This is an optimization exercise on Yosys and OpenROAD, whose aim is small area and a short achievable clock period, not a production implementation.
In this exercise RTL edits were held to simulation tests only and were not proved equivalent to the original.
Power is estimated from default activity; no workload was simulated.

## run.sh

```bash
#!/bin/bash
# synth_recipe.tcl (not shown) runs the flow's synth.tcl, then flattens the netlist and writes it again
# the make line also repeats each setting of config.mk as NAME=value (left out here)
make -C /OpenROAD-flow-scripts/flow DESIGN_CONFIG=/design/flow/config.mk WORK_HOME=/design/flow/orfs CLKGATE_MAP_FILE= SYNTH_SCRIPT=/design/flow/synth_recipe.tcl finish
```

## config.mk

```make
export PLATFORM = sky130hd
export DESIGN_NAME = token_nesting_depth_tracker
export DESIGN_NICKNAME = token_nesting_depth_tracker
export VERILOG_FILES = /design/flow/design.v
export SDC_FILE = /design/flow/constraint.sdc
export NUM_CORES = 4
export LEC_CHECK = 0
export CAP_MARGIN = 20
export CORE_MARGIN = 2
export CORE_UTILIZATION = 50
export CTS_CLUSTER_DIAMETER = 150
export CTS_CLUSTER_SIZE = 22
export PLACE_DENSITY = 0.55
export SETUP_SLACK_MARGIN = 2.25
export SLEW_MARGIN = 20
export SYNTH_HIERARCHICAL = 1
```

## constraint.sdc

```tcl
create_clock -name core_clock -period 4.4 [get_ports {clk}]
set_input_delay 0.8800 -clock core_clock [delete_from_list [all_inputs] [get_ports {clk}]]
set_output_delay 0.8800 -clock core_clock [all_outputs]
set_load 0.01 [all_outputs]
```

## design.v

```verilog
`default_nettype none
package tkd_pkg;
    localparam int unsigned TKD_STACK_DEPTH = 64;
    localparam int unsigned KIND_W  = 4;
    localparam int unsigned DEPTH_W = 8;
    localparam int unsigned LEVEL_W = 9;
    localparam logic [DEPTH_W-1:0] DEPTH_MAX = 8'hFF;
    localparam logic [KIND_W-1:0] K_OTHER  = 4'd0;
    localparam logic [KIND_W-1:0] K_LBRACE = 4'd1;
    localparam logic [KIND_W-1:0] K_RBRACE = 4'd2;
    localparam logic [KIND_W-1:0] K_LPAREN = 4'd3;
    localparam logic [KIND_W-1:0] K_LBRK   = 4'd4;
    localparam logic [KIND_W-1:0] K_LBRK2  = 4'd5;
    localparam logic [KIND_W-1:0] K_RPAREN = 4'd6;
    localparam logic [KIND_W-1:0] K_RBRK   = 4'd7;
    localparam logic [KIND_W-1:0] K_RBRK2  = 4'd8;
    localparam logic [KIND_W-1:0] K_ELSE   = 4'd9;
    localparam logic [KIND_W-1:0] K_REPEAT = 4'd10;
    localparam logic [KIND_W-1:0] K_IF     = 4'd11;
    localparam logic [KIND_W-1:0] K_FOR    = 4'd12;
    localparam logic [KIND_W-1:0] K_WHILE  = 4'd13;
    typedef struct packed {
        logic take;    
        logic clear;   
        logic push;
        logic pop;
    } tkd_stk_cmd_t;
    typedef struct packed {
        logic empty;   
        logic full;    
        logic over;    
    } tkd_stk_stat_t;
endpackage
`default_nettype wire
`default_nettype none
module tkd_cell #(
    parameter int unsigned DATA_W = 8
) (
    input  wire logic              clk,
    input  wire logic              hold,
    input  wire logic              shift_dn,
    input  wire logic              shift_up,
    input  wire logic [DATA_W-1:0] prev_data,
    input  wire logic [DATA_W-1:0] next_data,
    output logic      [DATA_W-1:0] data
);
    logic [DATA_W-1:0] data_reg;
    always_ff @(posedge clk)
    begin
        data_reg <= ~(({DATA_W{hold}} & data_reg) |
                      ({DATA_W{shift_dn}} & prev_data) |
                      ({DATA_W{shift_up}} & next_data));
    end
    assign data = data_reg;
endmodule
`default_nettype wire
`default_nettype none
module tkd_stack
#(
    parameter int unsigned STACK_DEPTH = tkd_pkg::TKD_STACK_DEPTH,
    parameter int unsigned DATA_W      = 8
) (
    input  wire logic              clk,
    input  wire logic              hold,
    input  wire logic              shift_dn,
    input  wire logic              shift_up,
    input  wire logic [DATA_W-1:0] wdata_enc,   
    output logic      [DATA_W-1:0] first_enc,   
    output logic      [DATA_W-1:0] second_enc   
);
    logic [DATA_W-1:0] cell_q [STACK_DEPTH];
    for (genvar i = 0; i < STACK_DEPTH; i++)
    begin : g_cell
        logic [DATA_W-1:0] from_prev;
        logic [DATA_W-1:0] from_next;
        if (i == 0)
        begin : g_first
            assign from_prev = wdata_enc;
        end
        else
        begin : g_mid
            assign from_prev = cell_q[i-1];
        end
        if (i == STACK_DEPTH - 1)
        begin : g_last
            assign from_next = cell_q[i];
        end
        else
        begin : g_inner
            assign from_next = cell_q[i+1];
        end
        tkd_cell #(
            .DATA_W (DATA_W)
        ) u_cell (
            .clk       (clk),
            .hold      (hold),
            .shift_dn  (shift_dn),
            .shift_up  (shift_up),
            .prev_data (from_prev),
            .next_data (from_next),
            .data      (cell_q[i])
        );
    end
    assign first_enc  = cell_q[0];
    assign second_enc = cell_q[1];
endmodule
`default_nettype wire
`default_nettype none
module tkd_pre2 (
    input  wire logic [1:0] a,
    output logic      [3:0] y
);
    assign y[0] = (a == 2'd0);
    assign y[1] = (a == 2'd1);
    assign y[2] = (a == 2'd2);
    assign y[3] = (a == 2'd3);
endmodule
module tkd_decode (
    input  wire logic [3:0] hi,    
    input  wire logic [3:0] lo,    
    output logic lbrace,
    output logic rbrace,
    output logic lparen,
    output logic rparen,
    output logic up1,        
    output logic up2,        
    output logic dn1,        
    output logic dn2,        
    output logic else_rep,   
    output logic ctrl        
);
    assign lbrace   = hi[0] && lo[1];
    assign rbrace   = hi[0] && lo[2];
    assign lparen   = hi[0] && lo[3];
    assign rparen   = hi[1] && lo[2];
    assign up1      = (hi[0] && lo[3]) || (hi[1] && lo[0]);
    assign up2      = hi[1] && lo[1];
    assign dn1      = hi[1] && (lo[2] || lo[3]);
    assign dn2      = hi[2] && lo[0];
    assign else_rep = hi[2] && (lo[1] || lo[2]);
    assign ctrl     = (hi[2] && lo[3]) || (hi[3] && (lo[0] || lo[1]));
endmodule
module tkd_inc #(
    parameter int unsigned W = 8,
    parameter int          C = 1
) (
    input  wire logic [W-1:0] a,
    output logic      [W-1:0] y
);
    assign y = a + W'(C);
endmodule
module tkd_pick2 #(
    parameter int unsigned W = 8
) (
    input  wire logic [W-1:0] a,
    input  wire logic [W-2:0] hi_p1,     
    input  wire logic [W-2:0] hi_m1,     
    input  wire logic         en,        
    input  wire logic         sol,
    input  wire logic [1:0]   sol_val,   
    input  wire logic         p1,
    input  wire logic         p2,
    input  wire logic         m1,
    input  wire logic         m2,
    output logic      [W-1:0] y
);
    logic up, dn;
    logic g_up, g_dn, g_same, g_sol;
    assign up     = p2 || (p1 && a[0]);
    assign dn     = m2 || (m1 && !a[0]);
    assign g_up   = en && !sol && up;
    assign g_dn   = en && !sol && dn;
    assign g_same = !en || (!sol && !up && !dn);
    assign g_sol  = en && sol;
    assign y[W-1:1] = ({(W-1){g_up}} & hi_p1) | ({(W-1){g_dn}} & hi_m1) |
                      ({(W-1){g_same}} & a[W-1:1]) | ({(W-1){g_sol}} & (W-1)'(sol_val[1]));
    assign y[0]     = !en ? a[0] : (sol ? sol_val[0] : (a[0] ^ (p1 || m1)));
endmodule
module tkd_sel3 #(
    parameter int unsigned W = 8
) (
    input  wire logic         s0,
    input  wire logic [W-1:0] a0,
    input  wire logic         s1,
    input  wire logic [W-1:0] a1,
    input  wire logic         s2,
    input  wire logic [W-1:0] a2,
    output logic      [W-1:0] y
);
    assign y = ({W{s0}} & a0) | ({W{s1}} & a1) | ({W{s2}} & a2);
endmodule
module tkd_level #(
    parameter int unsigned W = 8
) (
    input  wire logic [W-1:0] b,
    input  wire logic [W-1:0] k,
    input  wire logic [W-1:0] t,
    input  wire logic [W:0]   bk,
    output logic      [W:0]   level
);
    logic [W:0] bk_t;
    assign bk_t  = bk - {1'b0, t};
    assign level = (k > t) ? bk_t : {1'b0, b};
endmodule
module tkd_cnt_flags #(
    parameter int unsigned PTR_W = 7,
    parameter int unsigned DEPTH = 64
) (
    input  wire logic [PTR_W-1:0] cnt,
    output logic cpush,    
    output logic cpop,     
    output logic one,      
    output logic le2       
);
    assign cpush = (cnt < PTR_W'(DEPTH));
    assign cpop  = (cnt != '0) && (cnt <= PTR_W'(DEPTH));
    assign one   = (cnt == PTR_W'(1));
    assign le2   = (cnt <= PTR_W'(2));
endmodule
module tkd_out_sel #(
    parameter int unsigned W = 8
) (
    input  wire logic         load,
    input  wire logic         clear,   
    input  wire logic [W-1:0] d,
    input  wire logic [W-1:0] q,
    output logic      [W-1:0] y
);
    assign y = load ? (clear ? '0 : d) : q;
endmodule
`default_nettype wire
`default_nettype none
module token_nesting_depth_tracker
#(
    parameter int unsigned STACK_DEPTH = tkd_pkg::TKD_STACK_DEPTH
) (
    input  wire logic               clk,
    input  wire logic               rst_n,
    input  wire logic               in_valid,
    output logic                    in_stall,
    input  wire logic [tkd_pkg::KIND_W-1:0]  token_kind,
    input  wire logic               start_of_list,
    output logic                    out_valid,
    input  wire logic               out_stall,
    output logic      [tkd_pkg::DEPTH_W-1:0] curly_depth,
    output logic      [tkd_pkg::DEPTH_W-1:0] bracket_depth,
    output logic      [tkd_pkg::DEPTH_W-1:0] enclosing_base,
    output logic      [tkd_pkg::LEVEL_W-1:0] nest_level,
    output logic                    stack_overflow
);
    localparam int unsigned DW    = tkd_pkg::DEPTH_W;
    localparam int unsigned PTR_W = $clog2(2 * STACK_DEPTH);
    logic          accept;
    logic          sol;
    logic          out_valid_reg;
    logic          phase_reg;
    logic [DW-1:0]    brace_reg, bracket_reg;
    logic [DW:0]      bk_reg;        
    logic             cbrace_reg;    
    logic             cparen_reg;    
    logic [PTR_W-1:0] bptr_reg, pptr_reg;
    logic [DW-1:0]    btop_reg;      
    logic [DW-1:0]    bsec_reg;      
    logic             ptop_reg;      
    logic             b_cpush_reg;   
    logic             b_cpop_reg;    
    logic             b_le2_reg;     
    logic             p_cpush_reg;
    logic             p_cpop_reg;
    logic             p_one_reg;     
    tkd_cnt_flags #(.PTR_W(PTR_W), .DEPTH(STACK_DEPTH)) u_bflags (
        .cnt   (bptr_reg),
        .cpush (b_cpush_reg),
        .cpop  (b_cpop_reg),
        .one   (),
        .le2   (b_le2_reg)
    );
    tkd_cnt_flags #(.PTR_W(PTR_W), .DEPTH(STACK_DEPTH)) u_pflags (
        .cnt   (pptr_reg),
        .cpush (p_cpush_reg),
        .cpop  (p_cpop_reg),
        .one   (p_one_reg),
        .le2   ()
    );
    logic             b_hold_reg, b_dn_reg, b_up_reg;
    logic [DW-1:0]    b_pdata_reg;   
    logic             p_hold_reg, p_dn_reg, p_up_reg;
    logic             p_pdata_reg;
    logic k_lbrace, k_rbrace, k_lparen, k_rparen;
    logic k_up1, k_up2, k_dn1, k_dn2;
    logic k_else_rep, k_ctrl;
    logic [3:0] kind_hi, kind_lo;
    tkd_pre2 u_pre_hi (.a(token_kind[3:2]), .y(kind_hi));
    tkd_pre2 u_pre_lo (.a(token_kind[1:0]), .y(kind_lo));
    tkd_decode u_dec (
        .hi       (kind_hi),
        .lo       (kind_lo),
        .lbrace   (k_lbrace),
        .rbrace   (k_rbrace),
        .lparen   (k_lparen),
        .rparen   (k_rparen),
        .up1      (k_up1),
        .up2      (k_up2),
        .dn1      (k_dn1),
        .dn2      (k_dn2),
        .else_rep (k_else_rep),
        .ctrl     (k_ctrl)
    );
    assign in_stall = out_valid_reg && out_stall;
    assign accept   = in_valid && !in_stall;
    assign sol      = start_of_list;
    logic [DW-1:0] brow0_enc, brow1_enc;
    logic [0:0]    prow0_enc, prow1_enc;
    tkd_stack #(
        .STACK_DEPTH (STACK_DEPTH - 2),
        .DATA_W      (DW)
    ) u_base_stack (
        .clk        (clk),
        .hold       (b_hold_reg),
        .shift_dn   (b_dn_reg),
        .shift_up   (b_up_reg),
        .wdata_enc  (b_pdata_reg),
        .first_enc  (brow0_enc),
        .second_enc (brow1_enc)
    );
    tkd_stack #(
        .STACK_DEPTH (STACK_DEPTH - 1),
        .DATA_W      (1)
    ) u_paren_stack (
        .clk        (clk),
        .hold       (p_hold_reg),
        .shift_dn   (p_dn_reg),
        .shift_up   (p_up_reg),
        .wdata_enc  (p_pdata_reg),
        .first_enc  (prow0_enc),
        .second_enc (prow1_enc)
    );
    logic [DW-1:0] brow0;
    logic          prow0;
    assign brow0 = {DW{phase_reg}} ^ (b_dn_reg ? b_pdata_reg : (b_up_reg ? brow1_enc : brow0_enc));
    assign prow0 = phase_reg ^ (p_dn_reg ? p_pdata_reg : (p_up_reg ? prow1_enc[0] : prow0_enc[0]));
    logic b_push, b_pop, p_push, p_pop;
    assign b_push = k_lbrace && (sol || b_cpush_reg);
    assign b_pop  = k_rbrace && !sol && b_cpop_reg;
    assign p_push = k_lparen && (sol || p_cpush_reg);
    assign p_pop  = k_rparen && !sol && p_cpop_reg;
    logic br_max, br_zero;
    logic k_max, k_max1, k_zero, k_one;
    logic bp_max, bp_zero, pp_max, pp_zero;
    logic br_p1, br_m1;              
    logic k_p1, k_p2, k_m1, k_m2;    
    logic bp_p1, bp_m1, pp_p1, pp_m1;
    assign br_p1 = k_lbrace && !br_max;
    assign br_m1 = k_rbrace && !br_zero;
    assign k_p1  = (k_up1 || (k_up2 && k_max1)) && !k_max;
    assign k_p2  = k_up2 && !k_max && !k_max1;
    assign k_m1  = (k_dn1 || (k_dn2 && k_one)) && !k_zero;
    assign k_m2  = k_dn2 && !k_zero && !k_one;
    assign bp_p1 = k_lbrace && !bp_max;
    assign bp_m1 = k_rbrace && !bp_zero;
    assign pp_p1 = k_lparen && !pp_max;
    assign pp_m1 = k_rparen && !pp_zero;
    logic [1:0] k_sol;               
    assign k_sol = k_up2 ? 2'd2 : (k_up1 ? 2'd1 : 2'd0);
    logic [DW-2:0]    brace_hp, brace_hm;
    logic [DW-2:0]    bracket_hp, bracket_hm;
    logic [DW-1:0]    bk_hp, bk_hm;
    logic [PTR_W-2:0] bptr_hp, bptr_hm, pptr_hp, pptr_hm;
    tkd_inc #(.W(DW-1),  .C(1))  u_brace_hp   (.a(brace_reg[DW-1:1]), .y(brace_hp));
    tkd_inc #(.W(DW-1),  .C(-1)) u_brace_hm   (.a(brace_reg[DW-1:1]), .y(brace_hm));
    tkd_inc #(.W(DW-1),  .C(1))  u_bracket_hp (.a(bracket_reg[DW-1:1]), .y(bracket_hp));
    tkd_inc #(.W(DW-1),  .C(-1)) u_bracket_hm (.a(bracket_reg[DW-1:1]), .y(bracket_hm));
    tkd_inc #(.W(DW),    .C(1))  u_bk_hp      (.a(bk_reg[DW:1]),        .y(bk_hp));
    tkd_inc #(.W(DW),    .C(-1)) u_bk_hm      (.a(bk_reg[DW:1]),        .y(bk_hm));
    tkd_inc #(.W(PTR_W-1), .C(1))  u_bptr_hp  (.a(bptr_reg[PTR_W-1:1]), .y(bptr_hp));
    tkd_inc #(.W(PTR_W-1), .C(-1)) u_bptr_hm  (.a(bptr_reg[PTR_W-1:1]), .y(bptr_hm));
    tkd_inc #(.W(PTR_W-1), .C(1))  u_pptr_hp  (.a(pptr_reg[PTR_W-1:1]), .y(pptr_hp));
    tkd_inc #(.W(PTR_W-1), .C(-1)) u_pptr_hm  (.a(pptr_reg[PTR_W-1:1]), .y(pptr_hm));
    logic [DW-1:0]    brace_next, bracket_next;
    logic [DW:0]      bk_next;
    logic [PTR_W-1:0] bptr_next, pptr_next;
    tkd_pick2 #(.W(DW)) u_brace_pick (
        .a (brace_reg), .hi_p1 (brace_hp), .hi_m1 (brace_hm),
        .en (accept), .sol (sol), .sol_val ({1'b0, k_lbrace}),
        .p1 (br_p1), .p2 (1'b0), .m1 (br_m1), .m2 (1'b0),
        .y (brace_next)
    );
    tkd_pick2 #(.W(DW)) u_bracket_pick (
        .a (bracket_reg), .hi_p1 (bracket_hp), .hi_m1 (bracket_hm),
        .en (accept), .sol (sol), .sol_val (k_sol),
        .p1 (k_p1), .p2 (k_p2), .m1 (k_m1), .m2 (k_m2),
        .y (bracket_next)
    );
    tkd_pick2 #(.W(DW+1)) u_bk_pick (
        .a (bk_reg), .hi_p1 (bk_hp), .hi_m1 (bk_hm),
        .en (accept), .sol (sol), .sol_val (k_lbrace ? 2'd1 : k_sol),
        .p1 (k_p1 || br_p1), .p2 (k_p2), .m1 (k_m1 || br_m1), .m2 (k_m2),
        .y (bk_next)
    );
    tkd_pick2 #(.W(PTR_W)) u_bptr_pick (
        .a (bptr_reg), .hi_p1 (bptr_hp), .hi_m1 (bptr_hm),
        .en (accept), .sol (sol), .sol_val ({1'b0, k_lbrace}),
        .p1 (bp_p1), .p2 (1'b0), .m1 (bp_m1), .m2 (1'b0),
        .y (bptr_next)
    );
    tkd_pick2 #(.W(PTR_W)) u_pptr_pick (
        .a (pptr_reg), .hi_p1 (pptr_hp), .hi_m1 (pptr_hm),
        .en (accept), .sol (sol), .sol_val ({1'b0, k_lparen}),
        .p1 (pp_p1), .p2 (1'b0), .m1 (pp_m1), .m2 (1'b0),
        .y (pptr_next)
    );
    logic [DW-1:0] btop_d, bsec_d;
    logic          ptop_d;
    logic          cbrace_next;
    logic          bt_k, bt_t, bt_s, bs_t, bs_r, bs_s, pt_c, pt_r, pt_p;
    assign bt_k = accept && !sol && b_push && !cbrace_reg;
    assign bt_s = accept && !sol && b_pop;
    assign bt_t = !accept || (!sol && !b_pop && !(b_push && !cbrace_reg));
    assign bs_t = accept && !sol && b_push;
    assign bs_r = accept && !sol && b_pop && !b_le2_reg;
    assign bs_s = !accept || (!sol && !b_push && !b_pop);
    assign pt_c = accept && !sol && p_push;
    assign pt_r = accept && !sol && p_pop && !p_one_reg;
    assign pt_p = !accept || (!sol && !p_push && !p_pop);
    tkd_sel3 #(.W(DW)) u_btop_sel (
        .s0 (bt_k), .a0 (bracket_reg), .s1 (bt_s), .a1 (bsec_reg), .s2 (bt_t), .a2 (btop_reg), .y (btop_d)
    );
    tkd_sel3 #(.W(DW)) u_bsec_sel (
        .s0 (bs_t), .a0 (btop_reg), .s1 (bs_r), .a1 (brow0), .s2 (bs_s), .a2 (bsec_reg), .y (bsec_d)
    );
    tkd_sel3 #(.W(1)) u_ptop_sel (
        .s0 (pt_c), .a0 (cparen_reg), .s1 (pt_r), .a1 (prow0), .s2 (pt_p), .a2 (ptop_reg), .y (ptop_d)
    );
    assign cbrace_next = k_else_rep || (!sol && k_rparen && p_cpop_reg && ptop_reg);
    logic br_254, br_1, k_253, k_252, k_2, k_3, bp_126, bp_1, pp_126, pp_1;
    logic br_max_next, br_zero_next;
    logic k_max_next, k_max1_next, k_zero_next, k_one_next;
    logic bp_max_next, bp_zero_next, pp_max_next, pp_zero_next;
    assign br_254 = (brace_reg == DW'(254));
    assign br_1   = (brace_reg == DW'(1));
    assign k_253  = (bracket_reg == DW'(253));
    assign k_252  = (bracket_reg == DW'(252));
    assign k_2    = (bracket_reg == DW'(2));
    assign k_3    = (bracket_reg == DW'(3));
    assign bp_126 = (bptr_reg == PTR_W'(126));
    assign bp_1   = (bptr_reg == PTR_W'(1));
    assign pp_126 = (pptr_reg == PTR_W'(126));
    assign pp_1   = (pptr_reg == PTR_W'(1));
    always_comb
    begin
        if (sol)
        begin
            br_max_next  = 1'b0;
            br_zero_next = !k_lbrace;
            k_max_next   = 1'b0;
            k_max1_next  = 1'b0;
            k_zero_next  = (k_sol == 2'd0);
            k_one_next   = (k_sol == 2'd1);
            bp_max_next  = 1'b0;
            bp_zero_next = !k_lbrace;
            pp_max_next  = 1'b0;
            pp_zero_next = !k_lparen;
        end
        else
        begin
            br_max_next  = br_p1 ? br_254 : (br_m1 ? 1'b0 : br_max);
            br_zero_next = br_p1 ? 1'b0 : (br_m1 ? br_1 : br_zero);
            k_max_next   = k_p1 ? k_max1 : (k_p2 ? k_253 : ((k_m1 || k_m2) ? 1'b0 : k_max));
            k_max1_next  = k_p1 ? k_253 : (k_p2 ? k_252 : (k_m1 ? k_max : (k_m2 ? 1'b0 : k_max1)));
            k_zero_next  = (k_p1 || k_p2) ? 1'b0 : (k_m1 ? k_one : (k_m2 ? k_2 : k_zero));
            k_one_next   = k_p1 ? k_zero : (k_p2 ? 1'b0 : (k_m1 ? k_2 : (k_m2 ? k_3 : k_one)));
            bp_max_next  = bp_p1 ? bp_126 : (bp_m1 ? 1'b0 : bp_max);
            bp_zero_next = bp_p1 ? 1'b0 : (bp_m1 ? bp_1 : bp_zero);
            pp_max_next  = pp_p1 ? pp_126 : (pp_m1 ? 1'b0 : pp_max);
            pp_zero_next = pp_p1 ? 1'b0 : (pp_m1 ? pp_1 : pp_zero);
        end
    end
    always_ff @(posedge clk or negedge rst_n)
    begin
        if (!rst_n)
        begin
            brace_reg   <= '0;
            bracket_reg <= '0;
            bk_reg      <= '0;
            bptr_reg    <= '0;
            pptr_reg    <= '0;
            btop_reg    <= '0;
            bsec_reg    <= '0;
            ptop_reg    <= 1'b0;
        end
        else
        begin
            brace_reg   <= brace_next;
            bracket_reg <= bracket_next;
            bk_reg      <= bk_next;
            bptr_reg    <= bptr_next;
            pptr_reg    <= pptr_next;
            btop_reg    <= btop_d;
            bsec_reg    <= bsec_d;
            ptop_reg    <= ptop_d;
        end
    end
    always_ff @(posedge clk or negedge rst_n)
    begin
        if (!rst_n)
        begin
            br_max      <= 1'b0;
            br_zero     <= 1'b1;
            k_max       <= 1'b0;
            k_max1      <= 1'b0;
            k_zero      <= 1'b1;
            k_one       <= 1'b0;
            bp_max      <= 1'b0;
            bp_zero     <= 1'b1;
            pp_max      <= 1'b0;
            pp_zero     <= 1'b1;
            cbrace_reg  <= 1'b0;
            cparen_reg  <= 1'b0;
        end
        else if (accept)
        begin
            br_max      <= br_max_next;
            br_zero     <= br_zero_next;
            k_max       <= k_max_next;
            k_max1      <= k_max1_next;
            k_zero      <= k_zero_next;
            k_one       <= k_one_next;
            bp_max      <= bp_max_next;
            bp_zero     <= bp_zero_next;
            pp_max      <= pp_max_next;
            pp_zero     <= pp_zero_next;
            cbrace_reg  <= cbrace_next;
            cparen_reg  <= k_ctrl;
        end
    end
    always_ff @(posedge clk)
    begin
        b_dn_reg    <= accept && b_push;
        b_up_reg    <= accept && b_pop;
        b_hold_reg  <= !(accept && (b_push || b_pop));
        b_pdata_reg <= bsec_reg ^ {DW{!phase_reg}};
        p_dn_reg    <= accept && p_push;
        p_up_reg    <= accept && p_pop;
        p_hold_reg  <= !(accept && (p_push || p_pop));
        p_pdata_reg <= ptop_reg ^ !phase_reg;
    end
    always_ff @(posedge clk or negedge rst_n)
    begin
        if (!rst_n)
        begin
            phase_reg <= 1'b0;
        end
        else
        begin
            phase_reg <= !phase_reg;
        end
    end
    always_ff @(posedge clk or negedge rst_n)
    begin
        if (!rst_n)
        begin
            out_valid_reg <= 1'b0;
        end
        else if (accept)
        begin
            out_valid_reg <= 1'b1;
        end
        else if (!out_stall)
        begin
            out_valid_reg <= 1'b0;
        end
    end
    logic [DW:0] level_r;
    tkd_level #(.W(DW)) u_level (
        .b     (brace_reg),
        .k     (bracket_reg),
        .t     (btop_reg),
        .bk    (bk_reg),
        .level (level_r)
    );
    logic [DW-1:0]                 brace_out_reg;
    logic [DW-1:0]                 bracket_out_reg;
    logic [DW-1:0]                 base_out_reg;
    logic [tkd_pkg::LEVEL_W-1:0]   level_out_reg;
    logic                          ovf_out_reg;
    logic [DW-1:0]                 brace_out_d, bracket_out_d, base_out_d;
    logic [tkd_pkg::LEVEL_W-1:0]   level_out_d;
    logic                          ovf_out_d;
    logic                          ovf_r;
    assign ovf_r = (k_lbrace && !b_cpush_reg) || (k_lparen && !p_cpush_reg);
    tkd_out_sel #(.W(DW)) u_brace_out (
        .load (accept), .clear (sol), .d (brace_reg), .q (brace_out_reg), .y (brace_out_d)
    );
    tkd_out_sel #(.W(DW)) u_bracket_out (
        .load (accept), .clear (sol), .d (bracket_reg), .q (bracket_out_reg), .y (bracket_out_d)
    );
    tkd_out_sel #(.W(DW)) u_base_out (
        .load (accept), .clear (sol), .d (btop_reg), .q (base_out_reg), .y (base_out_d)
    );
    tkd_out_sel #(.W(tkd_pkg::LEVEL_W)) u_level_out (
        .load (accept), .clear (sol), .d (level_r), .q (level_out_reg), .y (level_out_d)
    );
    tkd_out_sel #(.W(1)) u_ovf_out (
        .load (accept), .clear (sol), .d (ovf_r), .q (ovf_out_reg), .y (ovf_out_d)
    );
    always_ff @(posedge clk)
    begin
        brace_out_reg   <= brace_out_d;
        bracket_out_reg <= bracket_out_d;
        base_out_reg    <= base_out_d;
        level_out_reg   <= level_out_d;
        ovf_out_reg     <= ovf_out_d;
    end
    assign out_valid      = out_valid_reg;
    assign curly_depth    = brace_out_reg;
    assign bracket_depth  = bracket_out_reg;
    assign enclosing_base = base_out_reg;
    assign nest_level     = level_out_reg;
    assign stack_overflow = ovf_out_reg;
endmodule
`default_nettype wire
```

==> results of run 1 <==
-- timing repair --
item                       in CTS  in global routing
setup endpoints to repair     189                182
gates cloned                    1                  0
pin swaps                      27                 46
gates resized for setup       118                 66
buffers inserted               30                 36
-- per-layer routing --
metal,vias up,routed length (um),global-route usage
li1,8861,-,-
met1,9480,24500,0.264
met2,488,24400,0.287
met3,63,2460,0.0292
met4,0,949,0.0482
met5,-,0,0
-- how the worst max path moves through the flow --
stage	slack [ps]	end	startpoint	cells after the start
global route	2050	level_out_reg[1]	btop_reg[0]	8
detailed placement	1060	bk_reg[7]	token_kind[1]	9
global placement	1100	bk_reg[2]	token_kind[1]	9
finish	2130	level_out_reg[1]	btop_reg[0]	8
CTS	2110	in_stall	out_stall	3
floorplan	1820	bk_reg[2]	token_kind[1]	8
-- final cells by class --
class	count	area [um^2]	share of cell area
sequential	678	14000	0.500
timing repair buffer	125	1100	0.0395
clock inverter	2	50.0	0.00179
multi-input combinational	1143	10700	0.383
clock buffer	42	945	0.0338
timing repair inverter	1	16.3	0.000582
tap	680	851	0.0304
inverter	71	295	0.0106
-- stage by stage --
| step | setup WS [ps] | cells | util | power (mW) |
|---|---|---|---|---|
| 2_1_floorplan | 1820 | 2090 | - | 14.5 |
| 3_3_place_gp | 1100 | 2631 | 0.509 | 15.5 |
| 3_5_place_dp | 1060 | 2631 | 0.509 | 15.7 |
| 4_1_cts | 2110 | 2706 | 0.535 | 19.4 |
| 5_1_grt | 2050 | 2742 | 0.546 | 20.7 |
| 6_report | 2130 | 2742 | 0.546 | 19.4 |
-- power by group through the flow --
| stage | Sequential (mW) | Clock (mW) | Combinational, mW |
|---|---|---|---|
| finish | 11.5 | 3.50 | 4.43 |
| global route | 11.9 | 3.88 | 4.89 |
| CTS | 11.5 | 3.68 | 4.22 |
| detailed placement | 11.6 | 0 | 4.06 |
| global placement | 11.5 | 0 | 3.92 |
| floorplan | 11.0 | 0 | 3.54 |
==> results by group, run 1 <==
Routing
  – DR pass1 iterations: 14
  – Routed Antenna Nets: 0
  – Wire per inst: ~19 um
  – Via count: 18900
  – Vias per cell: about 6.9
  – # DRC: 0
  – Iter 0 DRT Violations: 3674
  – Drt total wl: 52300 um

Floorplan
  – I/O pin count: 45
  – Die X: 231 um
  – Chip height: around 230 um
  – Die Area: 0.0534 mm^2
  – Placement Rows: slightly above 80
  – Initial Util: 0.504
  – Core area: 0.0512 mm^2

Layout
  – Commonest non-fill, non-tap cells in the layout: dfxtp_1 (601), a222oi_1 (576), buf_4 (70)
  – Fin area: 0.0280 mm^2
  – Max reg flops: 496
  – Antenna Cells: 0
  – Fill count: roughly 4500
  – Share of post-route cells with drive strength above 1: 0.179
  – Final nets: between 2000 and 2500
  – Most common cell after layout, fill and taps aside: dfxtp_1
  – Area Growth Syn to Fin: 8.46%

Place
  – I/O Buffers: 44
  – Cell Area, Placed: approximately 0.026 mm^2
  – GP Congestion: about 0.8
  – HPWL Detailed: 28200 um

GRT
  – Overflow after GRT: 0
  – Largest net degree at the start of global routing: ~180
  – Global-route wire length before repair: 84600 um
  – Vias in the first global route: around 17000
  – Global Route Usage Sum: 0.184
  – Initial antenna violation count: 0

Timing
  – Ratio of final minimum period to clock period: 0.515
  – Fmax: between 400 and 500 MHz
  – Final Hold Viols: 0
  – Worst-Margin Slew: 947 ps
  – Setup TNS Final: 0 ps
  – Final critical-path required period: 2270 ps
  – Final setup viols: 0
  – Fin. max-slew vios: 0
  – Skew final: ~16 ps
  – Worst hold slack: 435 ps
  – RSZ-0062 raised after global routing: true
  – Slew HR: 0.369

Synth
  – Yosys warns: 13
  – Synth Instances: 2078
  – Avg Inst Size Synth: ~12 um^2
  – Synthesized cell area: 0.0258 mm^2

Pwr
  – NetSw: around 5.8 mW
  – Sequential share of power: 0.592
  – Comb pwr share: 0.228
  – Lkg Pwr: 10.6 nW
  – Switching part of the total: 0.296
  – Max IR drop VDD: 0.000354 V
  – Clock network power share: 0.180
  – P per Cell Area: 695 mW/mm^2
  – Int Pwr: between 10 and 15 mW

Setup path
  – WP data arrival: around 2700 ps
  – Worst setup path category: flop to flop
  – Start of the worst register-to-register path: btop_reg[0]
  – Reg2Reg Setup Slack: 2130 ps
  – CP max-delay cell: dfrtp_2
  – CP most frequent cell: nor2_4
  – Slowest cell delay on critical path: 480 ps
  – Maximum fanout along the worst path: 7
  – CP required: 4870 ps
  – Top delay family on crit path: simple AND/OR/NAND/NOR gates
  – R2R depth: 8
  – Worst r2r dst: level_out_reg[1]
  – Worst Path Buf+Inv: 1
  – CP Launch Type: flop
  – Crit end category: flop
  – Worst-path cell chain: buf_6 -> ha_4 -> nand4_1 -> nor2_4 -> nor2b_4 -> nor2_4 -> mux2_4 -> a22o_4

Worst hold path
  – HP Class: input pin to asynchronous set/reset pin

Run status
  – Outcome: complete, no violations

Clocking
  – Clock Latency Late Sink: around 580 ps
  – CTS Buf Count: 36
  – CTS H-tree lvls: 2
  – CTS tree: yes
  – Clock slew seen by the registers of the worst setup and hold paths: 100 ps
  – Hold buffers post-CTS: 0
  – Max clock buf depth: 3
  – Clk sinks: 678
  – Clock root buffer master: clkbuf_16

Flow run
  – Max cap viols: 0
==> run 2, diff against run 1 <==
--- a/design.v
+++ b/design.v
@@ -204,17 +204,2 @@
 endmodule
-module tkd_cnt_flags #(
-    parameter int unsigned PTR_W = 7,
-    parameter int unsigned DEPTH = 64
-) (
-    input  wire logic [PTR_W-1:0] cnt,
-    output logic cpush,    
-    output logic cpop,     
-    output logic one,      
-    output logic le2       
-);
-    assign cpush = (cnt < PTR_W'(DEPTH));
-    assign cpop  = (cnt != '0) && (cnt <= PTR_W'(DEPTH));
-    assign one   = (cnt == PTR_W'(1));
-    assign le2   = (cnt <= PTR_W'(2));
-endmodule
 module tkd_out_sel #(
@@ -270,20 +255,6 @@
     logic             p_one_reg;     
-    tkd_cnt_flags #(.PTR_W(PTR_W), .DEPTH(STACK_DEPTH)) u_bflags (
-        .cnt   (bptr_reg),
-        .cpush (b_cpush_reg),
-        .cpop  (b_cpop_reg),
-        .one   (),
-        .le2   (b_le2_reg)
-    );
-    tkd_cnt_flags #(.PTR_W(PTR_W), .DEPTH(STACK_DEPTH)) u_pflags (
-        .cnt   (pptr_reg),
-        .cpush (p_cpush_reg),
-        .cpop  (p_cpop_reg),
-        .one   (p_one_reg),
-        .le2   ()
-    );
-    logic             b_hold_reg, b_dn_reg, b_up_reg;
-    logic [DW-1:0]    b_pdata_reg;   
-    logic             p_hold_reg, p_dn_reg, p_up_reg;
-    logic             p_pdata_reg;
+    assign b_cpush_reg = !bptr_reg[PTR_W-1];
+    assign p_cpush_reg = !pptr_reg[PTR_W-1];
+    logic             b_hold, b_dn, b_up;
+    logic             p_hold, p_dn, p_up;
     logic k_lbrace, k_rbrace, k_lparen, k_rparen;
@@ -318,6 +289,6 @@
         .clk        (clk),
-        .hold       (b_hold_reg),
-        .shift_dn   (b_dn_reg),
-        .shift_up   (b_up_reg),
-        .wdata_enc  (b_pdata_reg),
+        .hold       (b_hold),
+        .shift_dn   (b_dn),
+        .shift_up   (b_up),
+        .wdata_enc  (bsec_reg ^ {DW{phase_reg}}),
         .first_enc  (brow0_enc),
@@ -330,6 +301,6 @@
         .clk        (clk),
-        .hold       (p_hold_reg),
-        .shift_dn   (p_dn_reg),
-        .shift_up   (p_up_reg),
-        .wdata_enc  (p_pdata_reg),
+        .hold       (p_hold),
+        .shift_dn   (p_dn),
+        .shift_up   (p_up),
+        .wdata_enc  (ptop_reg ^ phase_reg),
         .first_enc  (prow0_enc),
@@ -339,4 +310,4 @@
     logic          prow0;
-    assign brow0 = {DW{phase_reg}} ^ (b_dn_reg ? b_pdata_reg : (b_up_reg ? brow1_enc : brow0_enc));
-    assign prow0 = phase_reg ^ (p_dn_reg ? p_pdata_reg : (p_up_reg ? prow1_enc[0] : prow0_enc[0]));
+    assign brow0 = {DW{phase_reg}} ^ brow0_enc;
+    assign prow0 = phase_reg ^ prow0_enc[0];
     logic b_push, b_pop, p_push, p_pop;
@@ -438,2 +409,9 @@
     logic bp_max_next, bp_zero_next, pp_max_next, pp_zero_next;
+    logic b_cpop_next, b_le2_next, p_cpop_next, p_one_next;
+    logic bp_2_65, bp_le1, bp_le3, pp_2_65, pp_2;
+    assign bp_2_65 = (bptr_reg >= PTR_W'(2)) && (bptr_reg <= PTR_W'(STACK_DEPTH + 1));
+    assign bp_le1  = (bptr_reg <= PTR_W'(1));
+    assign bp_le3  = (bptr_reg <= PTR_W'(3));
+    assign pp_2_65 = (pptr_reg >= PTR_W'(2)) && (pptr_reg <= PTR_W'(STACK_DEPTH + 1));
+    assign pp_2    = (pptr_reg == PTR_W'(2));
     assign br_254 = (brace_reg == DW'(254));
@@ -462,2 +440,6 @@
             pp_zero_next = !k_lparen;
+            b_cpop_next  = k_lbrace;
+            b_le2_next   = 1'b1;
+            p_cpop_next  = k_lparen;
+            p_one_next   = k_lparen;
         end
@@ -475,2 +457,6 @@
             pp_zero_next = pp_p1 ? 1'b0 : (pp_m1 ? pp_1 : pp_zero);
+            b_cpop_next  = bp_p1 ? !bptr_reg[PTR_W-1] : (bp_m1 ? bp_2_65 : b_cpop_reg);
+            b_le2_next   = bp_p1 ? bp_le1 : (bp_m1 ? bp_le3 : b_le2_reg);
+            p_cpop_next  = pp_p1 ? !pptr_reg[PTR_W-1] : (pp_m1 ? pp_2_65 : p_cpop_reg);
+            p_one_next   = pp_p1 ? pp_zero : (pp_m1 ? pp_2 : p_one_reg);
         end
@@ -487,3 +473,2 @@
             btop_reg    <= '0;
-            bsec_reg    <= '0;
             ptop_reg    <= 1'b0;
@@ -498,3 +483,2 @@
             btop_reg    <= btop_d;
-            bsec_reg    <= bsec_d;
             ptop_reg    <= ptop_d;
@@ -502,2 +486,6 @@
     end
+    always_ff @(posedge clk)
+    begin
+        bsec_reg <= bsec_d;
+    end
     always_ff @(posedge clk or negedge rst_n)
@@ -516,2 +504,6 @@
             pp_zero     <= 1'b1;
+            b_cpop_reg  <= 1'b0;
+            b_le2_reg   <= 1'b1;
+            p_cpop_reg  <= 1'b0;
+            p_one_reg   <= 1'b0;
             cbrace_reg  <= 1'b0;
@@ -531,2 +523,6 @@
             pp_zero     <= pp_zero_next;
+            b_cpop_reg  <= b_cpop_next;
+            b_le2_reg   <= b_le2_next;
+            p_cpop_reg  <= p_cpop_next;
+            p_one_reg   <= p_one_next;
             cbrace_reg  <= cbrace_next;
@@ -535,13 +531,8 @@
     end
-    always_ff @(posedge clk)
-    begin
-        b_dn_reg    <= accept && b_push;
-        b_up_reg    <= accept && b_pop;
-        b_hold_reg  <= !(accept && (b_push || b_pop));
-        b_pdata_reg <= bsec_reg ^ {DW{!phase_reg}};
-        p_dn_reg    <= accept && p_push;
-        p_up_reg    <= accept && p_pop;
-        p_hold_reg  <= !(accept && (p_push || p_pop));
-        p_pdata_reg <= ptop_reg ^ !phase_reg;
-    end
+    assign b_dn   = accept && b_push;
+    assign b_up   = accept && b_pop;
+    assign b_hold = !(b_dn || b_up);
+    assign p_dn   = accept && p_push;
+    assign p_up   = accept && p_pop;
+    assign p_hold = !(p_dn || p_up);
     always_ff @(posedge clk or negedge rst_n)
--- a/config.mk
+++ b/config.mk
@@ -9,6 +9,6 @@
 export CORE_MARGIN = 2
-export CORE_UTILIZATION = 50
+export CORE_UTILIZATION = 45
 export CTS_CLUSTER_DIAMETER = 150
-export CTS_CLUSTER_SIZE = 22
-export PLACE_DENSITY = 0.55
+export CTS_CLUSTER_SIZE = 20
+export PLACE_DENSITY = 0.5
 export SETUP_SLACK_MARGIN = 2.25
==> run 2 against run 1 <==
  * Still clean on timing, DRC and antenna
  * Final cell count up 4.2%
  * Maximum frequency increased by 1.7%
  * Clock power grew 4%
  * Clock skew up 5.9 ps
  * Non-clock buffer count is 50 higher
  * Global-route usage is essentially flat
  * Synthesized cell count is 0.96% lower
  * Combinational power down 17%
  * Largest cell class unchanged
==> results by group, run 2 <==
Timing
  – Setup TNS Final: 0 ps
  – RSZ-0062 raised after global routing: true
  – Skew final: 22.2 ps
  – Final setup viols: 0
  – Fin. max-slew vios: 0
  – Final critical-path required period: ~2200 ps
  – Final Hold Viols: 0
  – Fmax: 448 MHz
  – Slew HR: 0.339
  – Ratio of final minimum period to clock period: 0.507
  – Worst-Margin Slew: 991 ps

Synth
  – Synth area leaders: dfxtp_1 (47%), a222oi_1 (23%), dfrtp_1 (6.0%), buf_6 (2.9%), clkbuf_2 (2.5%)
  – Yosys warns: 13
  – Synth async-reset ratio: 0.0990
  – Most common cell in the netlist: dfxtp_1
  – Sequential area share after synthesis: 0.539
  – Synthesized cell area: 0.0254 mm^2
  – Area share of the largest cell type after synthesis: 0.474
  – EDFF count, synth: 0
  – Synth cell types: 89
  – Register bit total from synthesis: 667
  – Synth top cells by count: dfxtp_1 (601), a222oi_1 (578), clkbuf_2 (128)
  – Primary FF master, synth: dfxtp_1
  – Synth Instances: ~2000
  – Yosys top cell by area: dfxtp_1
  – Avg Inst Size Synth: 12.3 um^2

Pwr
  – Max IR drop VDD: around 0.00039 V
  – P per Cell Area: ~620 mW/mm^2
  – Lkg Pwr: 10.9 nW

Layout
  – Max reg flops: roughly 500
  – Commonest non-fill, non-tap cells in the layout: dfxtp_1 (601), a222oi_1 (578), buf_4 (62)
  – Antenna Cells: 0
  – Final nets: around 2100
  – Area Growth Syn to Fin: 13.4%
  – Most common cell after layout, fill and taps aside: dfxtp_1
  – Final core utilization: 0.513
  – Share of post-route cells with drive strength above 1: 0.186

Clocking
  – CTS H-tree lvls: 2
  – CTS tree: yes
  – Clock slew seen by the registers of the worst setup and hold paths: 90 ps
  – Clock Latency Late Sink: 590 ps
  – Max clock buf depth: 3
  – CTS Buf Count: 39
  – Clk sinks: 667
  – Clock root buffer master: clkbuf_16

Routing
  – Vias per cell: 6.74
  – Via count: a little under 20000
  – Drt total wl: 61200 um
  – Routed Antenna Nets: 0
  – # DRC: 0
  – Wire per inst: 21.4 um
  – DR pass1 iterations: 13
  – Iter 0 DRT Violations: 4017

Floorplan
  – Core area: between 0.05 and 0.06 mm^2
  – Placement Rows: 87
  – I/O pin count: 45
  – Initial Util: 0.453
  – Chip height: around 240 um
  – Die X: about 240 um
  – Die Area: just under 0.06 mm^2

Setup path
  – Start of the worst register-to-register path: btop_reg[5]
  – Worst r2r dst: level_out_reg[1]
  – Crit end category: flop
  – Reg2Reg Setup Slack: between 2000 and 2500 ps
  – Worst setup path endpoint: bk_reg[5]
  – R2R depth: 8
  – Maximum fanout along the worst path: 4
  – Setup crit start: token_kind[0]
  – CP Launch Type: input pin
  – Worst-path cell chain: buf_6 -> and2_4 -> and2_4 -> a21o_1 -> a21oi_4 -> nor2_4 -> or2_4 -> a21o_4 -> buf_6 -> and3_4 -> a221o_1
  – Worst setup path category: input pin to flop
  – CP max-delay cell: a221o_1
  – WP data arrival: 2700 ps
  – CP required: a little under 5000 ps
  – Slowest cell delay on critical path: 250 ps

Worst hold path
  – HP Class: input pin to asynchronous set/reset pin

GRT
  – Initial antenna violation count: 0
  – Global Route Usage Sum: 0.184
  – Overflow after GRT: 0
  – Global-route wire length before repair: 89800 um
  – Vias in the first global route: 16800
  – Largest net degree at the start of global routing: between 150 and 200

Place
  – HPWL Detailed: 28500 um
  – GP Congestion: 0.806
  – I/O Buffers: 44

Flow run
  – Max cap viols: 0

Run status
  – Outcome: complete, no violations
-- run 2: timing repair --
| action | CTS | global route |
|---|---|---|
| endpoints found under the setup margin | 680 | 598 |
| hold buffers | 0 | 0 |
| cloned | 15 | 18 |
| pin swaps | 47 | 39 |
| gates resized for setup | 162 | 67 |
| setup buffers | 58 | 13 |
-- run 2: metal layers --
metal  track usage  wire [um]
met1         0.263      29100
met2         0.296      27900
met3        0.0240       3300
met4        0.0389        883
met5             0          0
-- run 2: cell families after synthesis --
| group | count (synthesis) | share of synthesized area |
|---|---|---|
| AO/OA/AOI/OAI | 766 | 0.292 |
| flip-flops | 667 | 0.539 |
| buffers and inverters | 267 | 0.0651 |
| AND/OR/NAND/NOR | 258 | 0.0640 |
| XOR/XNOR | 69 | 0.0238 |
| adder cells (fa/ha/maj) | 27 | 0.0136 |
| multiplexers | 3 | 0.00177 |
| other | 1 | 0.000148 |
-- run 2: cell type report --
type	count	area, um^2
Tap cell	756	946
Clock inverter	2	46.3
Multi-Input combinational cell	1137	10400
Timing Repair Buffer	175	2270
Inverter	69	290
Timing Repair inverter	4	35.0
Clock buffer	48	1030
Sequential cell	667	13700
Fill cell	4951	27300
-- run 2: per-module statistics from Yosys (local to each module, per instance), a selection --
module | cells inside | copies in the design
tkd_decode | 12 | 1
tkd_pre2 | 4 | 2
token_nesting_depth_tracker | 285 | 1
-- run 2: power by group --
group	internal [mW]	total (mW)	leakage, nW	switching, mW
combinational	2.47	3.69	4.37	1.22
sequential	8.45	10.4	5.97	1.99
clock	1.67	3.65	0.521	1.98
total	12.6	17.8	10.9	5.19
-- run 2: worst min-delay path by stage --
stage                                                           from                                    endpoint  cells past startpoint
after global routing        u_paren_stack.g_cell[31].u_cell.data_reg    u_paren_stack.g_cell[32].u_cell.data_reg                      1
after floorplan            u_base_stack.g_cell[1].u_cell.data_reg[5]   u_base_stack.g_cell[0].u_cell.data_reg[5]                      1
final                                                          rst_n                                brace_reg[5]                      1
after global placement                              brace_out_reg[6]                            brace_out_reg[6]                      2
after detailed placement  u_base_stack.g_cell[61].u_cell.data_reg[2]  u_base_stack.g_cell[60].u_cell.data_reg[2]                      1
after CTS                                                      rst_n                                brace_reg[0]                      1
-- run 2: worst max-delay path: cells and delay by family --
kind,cells,cell delay (ps)
buffers and inverters,2,230
AO/OA/AOI/OAI,4,840
AND/OR/NAND/NOR,5,750
-- run 2: stage by stage --
step	std cells	power (mW)	hold WS, ps	area, um^2	worst slack, ps
final	2858	17.8	429	28800	2170
after global routing	2858	18.8	474	28800	2130
after floorplan	2070	13.0	439	25500	996
after detailed placement	2704	14.0	453	25800	680
after global placement	2704	13.8	443	25800	702
after CTS	2827	17.8	444	28000	2130
==> run 3, diff against run 2 <==
--- a/config.mk
+++ b/config.mk
@@ -9,6 +9,6 @@
 export CORE_MARGIN = 2
-export CORE_UTILIZATION = 45
+export CORE_UTILIZATION = 50
 export CTS_CLUSTER_DIAMETER = 150
-export CTS_CLUSTER_SIZE = 20
-export PLACE_DENSITY = 0.5
+export CTS_CLUSTER_SIZE = 22
+export PLACE_DENSITY = 0.55
 export SETUP_SLACK_MARGIN = 2.25
==> run 3 against run 2 <==
  * Still clean
  * Core utilization up 5.1 points
  * First-iteration DRC count up 1.8%
  * Clock-buffer cell count down 3
  * Final cell count down 3.6%
  * Non-clock buffer count down 14
  * Sequential share of layout area up 0.76 points
  * Via count down 0.99%
  * Critical path type unchanged
  * Largest cell class unchanged
  * Largest power group unchanged
==> results by group, run 3 <==
Clocking
  – CTS H-tree lvls: 2
  – Clk sinks: 667
  – CTS Buf Count: 36
  – CTS tree: yes
  – Max clock buf depth: 3
  – Clock slew seen by the registers of the worst setup and hold paths: about 100 ps
  – Clock Latency Late Sink: 590 ps
  – Clock root buffer master: clkbuf_16

Pwr
  – Clock network power share: 0.200
  – NetSw: 5.12 mW
  – Max IR drop VDD: 0.000431 V
  – P per Cell Area: 621 mW/mm^2
  – Sequential share of power: 0.595
  – Int Pwr: 12.5 mW
  – Comb pwr share: 0.205
  – Lkg Pwr: 10.7 nW
  – Switching part of the total: 0.292

Timing
  – Fin. max-slew vios: 0
  – Skew final: around 35 ps
  – Final setup viols: 0
  – Slew HR: 0.373
  – Final Hold Viols: 0
  – Setup TNS Final: 0 ps
  – Ratio of final minimum period to clock period: 0.503
  – Fmax: 452 MHz
  – Final critical-path required period: 2210 ps
  – RSZ-0062 raised after global routing: true
  – Worst-Margin Slew: 940 ps

Layout
  – Area Growth Syn to Fin: 11.6%
  – Share of post-route cells with drive strength above 1: 0.176
  – Final nets: 2110
  – Commonest non-fill, non-tap cells in the layout: dfxtp_1 (601), a222oi_1 (578), buf_4 (66)
  – Most common cell after layout, fill and taps aside: dfxtp_1
  – Max reg flops: 496
  – Finished Layout Cells: between 2000 and 3000
  – Antenna Cells: 0

Setup path
  – Maximum fanout along the worst path: 6
  – CP max-delay cell: a221o_1
  – Crit end category: flop
  – Worst-path cell chain: buf_6 -> and2_4 -> and2_4 -> a21o_1 -> a21oi_4 -> nor2_4 -> or2_1 -> a21o_4 -> buf_12 -> and3_4 -> a221o_1
  – WP data arrival: 2690 ps
  – CP Launch Type: input pin
  – Top delay family on crit path: compound AO/OA/AOI/OAI gates
  – CP most frequent cell: and2_4
  – Worst setup path category: input pin to flop
  – CP required: between 4000 and 5000 ps
  – Slowest cell delay on critical path: 250 ps
  – Worst Path Buf+Inv: 2

Synth
  – Yosys warns: 13
  – Avg Inst Size Synth: ~12 um^2
  – Primary FF master, synth: dfxtp_1
  – Synth cell types: 89
  – Synth async-reset ratio: 0.0990
  – Yosys top cell by area: dfxtp_1
  – Synth Instances: 2058
  – Synthesized cell area: 0.0254 mm^2
  – EDFF count, synth: 0
  – Most common cell in the netlist: dfxtp_1
  – Synth top cells by count: dfxtp_1 (601), a222oi_1 (578), clkbuf_2 (128)
  – Register bit total from synthesis: about 670
  – Synth area leaders: dfxtp_1 (47%), a222oi_1 (23%), dfrtp_1 (6.0%), buf_6 (2.9%), clkbuf_2 (2.5%)
  – Area share of the largest cell type after synthesis: 0.474
  – Sequential area share after synthesis: 0.539

Routing
  – Routed Antenna Nets: 0
  – # DRC: 0
  – Via count: approximately 19000
  – Met2 wire len: about 26000 um
  – Drt total wl: 56600 um
  – M1 wire length: 26900 um
  – Met3 Routed Length: 3200 um
  – Iter 0 DRT Violations: 4091
  – Highest Signal Layer: met4
  – Vias per cell: 6.93
  – Wire per inst: 20.5 um
  – DR pass1 iterations: 17

Floorplan
  – Core area: 0.0502 mm^2
  – I/O pin count: 45
  – Placement Rows: about 80
  – Die Area: 0.0526 mm^2
  – Die X: 229 um
  – Initial Util: 0.506
  – Chip height: roughly 230 um

Place
  – DP Cell Count: about 2600
  – GP Congestion: 0.809
  – HPWL Detailed: 28400 um
  – I/O Buffers: 44

Worst hold path
  – HP Class: input pin to asynchronous set/reset pin

GRT
  – Global Route Usage Sum: 0.202
  – Overflow after GRT: 0
  – Initial antenna violation count: 0
  – Largest net degree at the start of global routing: approximately 160
  – Vias in the first global route: 17000
  – Global-route wire length before repair: 90700 um

Run status
  – Outcome: complete, no violations

Flow run
  – Max cap viols: 0
[run 3: cell counts after synthesis]
Identical to the previous run, type by type.
[run 3: area by class of cell]
cell class / count / area, um^2
tap: 672 / 841
clock inverter: 2 / 32.5
sequential: 667 / 13700
timing repair buffer: 161 / 2020
multi-input combinational: 1136 / 10400
inverter: 69 / 285
fill: 4319 / 21800
timing repair inverter: 3 / 23.8
clock buffer: 45 / 977
[run 3: modules after synthesis (local to each module, per instance), a selection]
| module | area, um^2 | times used | flip-flops and latches | cells |
|---|---|---|---|---|
| token_nesting_depth_tracker | 3580 | 1 | 108 | 285 |
| tkd_decode | 75.1 | 1 | 0 | 12 |
| tkd_pre2 | 26.3 | 2 | 0 | 4 |
[run 3: path summary, 6_finish.rpt]
kind                               endpoint  slack [ps]        startpoint  cells past startpoint
max                               bk_reg[5]        2190     token_kind[0]                     11
min                            brace_reg[1]         300             rst_n                      1
max reg2reg                level_out_reg[1]        2190       btop_reg[0]                      8
min reg2reg                level_out_reg[7]         450  level_out_reg[7]                      2
max in group asynchronous         b_le2_reg        3260             rst_n                      2
min in group core_clock    level_out_reg[7]         450  level_out_reg[7]                      2
[run 3: stage by stage]
stage	total power [mW]	utilization	instance area (um^2)	hold WS (ps)	worst slack (ps)
3_5_place_dp	14.0	0.511	25700	444	703
5_1_grt	18.7	0.565	28300	309	2130
4_1_cts	17.6	0.556	27900	280	2200
3_3_place_gp	13.8	0.511	25600	438	803
2_1_floorplan	13.0	-	25500	439	996
6_report	17.6	0.565	28300	296	2190
[run 3: timing repair]
item,in CTS,in global routing
pin swaps,55,36
buffers inserted,54,15
gates resized for setup,173,38
cloned,19,7
hold buffers,0,0
endpoints found under the setup margin,697,402
endpoints found under the hold margin,0,0
[run 3: cell families after synthesis]
family,Yosys count,synth area share
buffers and inverters,267,0.0651
adder cells (fa/ha/maj),27,0.0136
other,1,0.000148
multiplexers,3,0.00177
flip-flops,667,0.539
XOR/XNOR,69,0.0238
AO/OA/AOI/OAI,766,0.292
AND/OR/NAND/NOR,258,0.0640
[run 3: power by group through the flow]
| stage | Combinational, mW | Clock, mW | Sequential [mW] |
|---|---|---|---|
| floorplan | 2.98 | 0 | 9.99 |
| global placement | 3.30 | 0 | 10.5 |
| detailed placement | 3.44 | 0 | 10.5 |
| CTS | 3.58 | 3.66 | 10.4 |
| global route | 4.00 | 3.87 | 10.8 |
| finish | 3.61 | 3.51 | 10.5 |
[run 3: routing by layer]
metal	up-vias	GRT usage
met1	9523	0.298
met3	57	0.0291
li1	8902	-
met5	-	0
met2	604	0.314
met4	0	0.0473

port drivers added, routing unchanged:
How much do the figures lean on ideal ports? The routed layouts below were timed once more, with nothing changed but the port constraints. Step 1 (the two cells are an assumption about what drives the block):
set clk [get_ports {clk}]
set_driving_cell -lib_cell sky130_fd_sc_hd__clkbuf_16 $clk
set_driving_cell -lib_cell sky130_fd_sc_hd__buf_2 [delete_from_list [all_inputs] $clk]
Step 2 also shifts input and output timing later by t, the mid clock arrival at the registers, as if the neighbouring blocks saw the same clock. Three values: ideal ports, drivers, drivers and shift; two values: the first two.
run | shift t [ns] | setup slack, ns | slew at the worst register clock pin (ns) | pins driven straight from the clock port
run 1 | 0.629 | 2.133 / 2.133 / 1.587 | 0.10 / 0.10 | 1
run 2 | 0.641 | 2.170 / 2.187 / 1.546 | 0.10 / 0.10 | 1
run 3 | 0.629 | 2.186 / 2.191 / 1.566 | 0.10 / 0.10 | 1
After both steps every run listed still meets setup and hold. The setup slack of run 2, which loses most, moves by +0.017 ns with the drivers and by -0.624 ns with both steps.
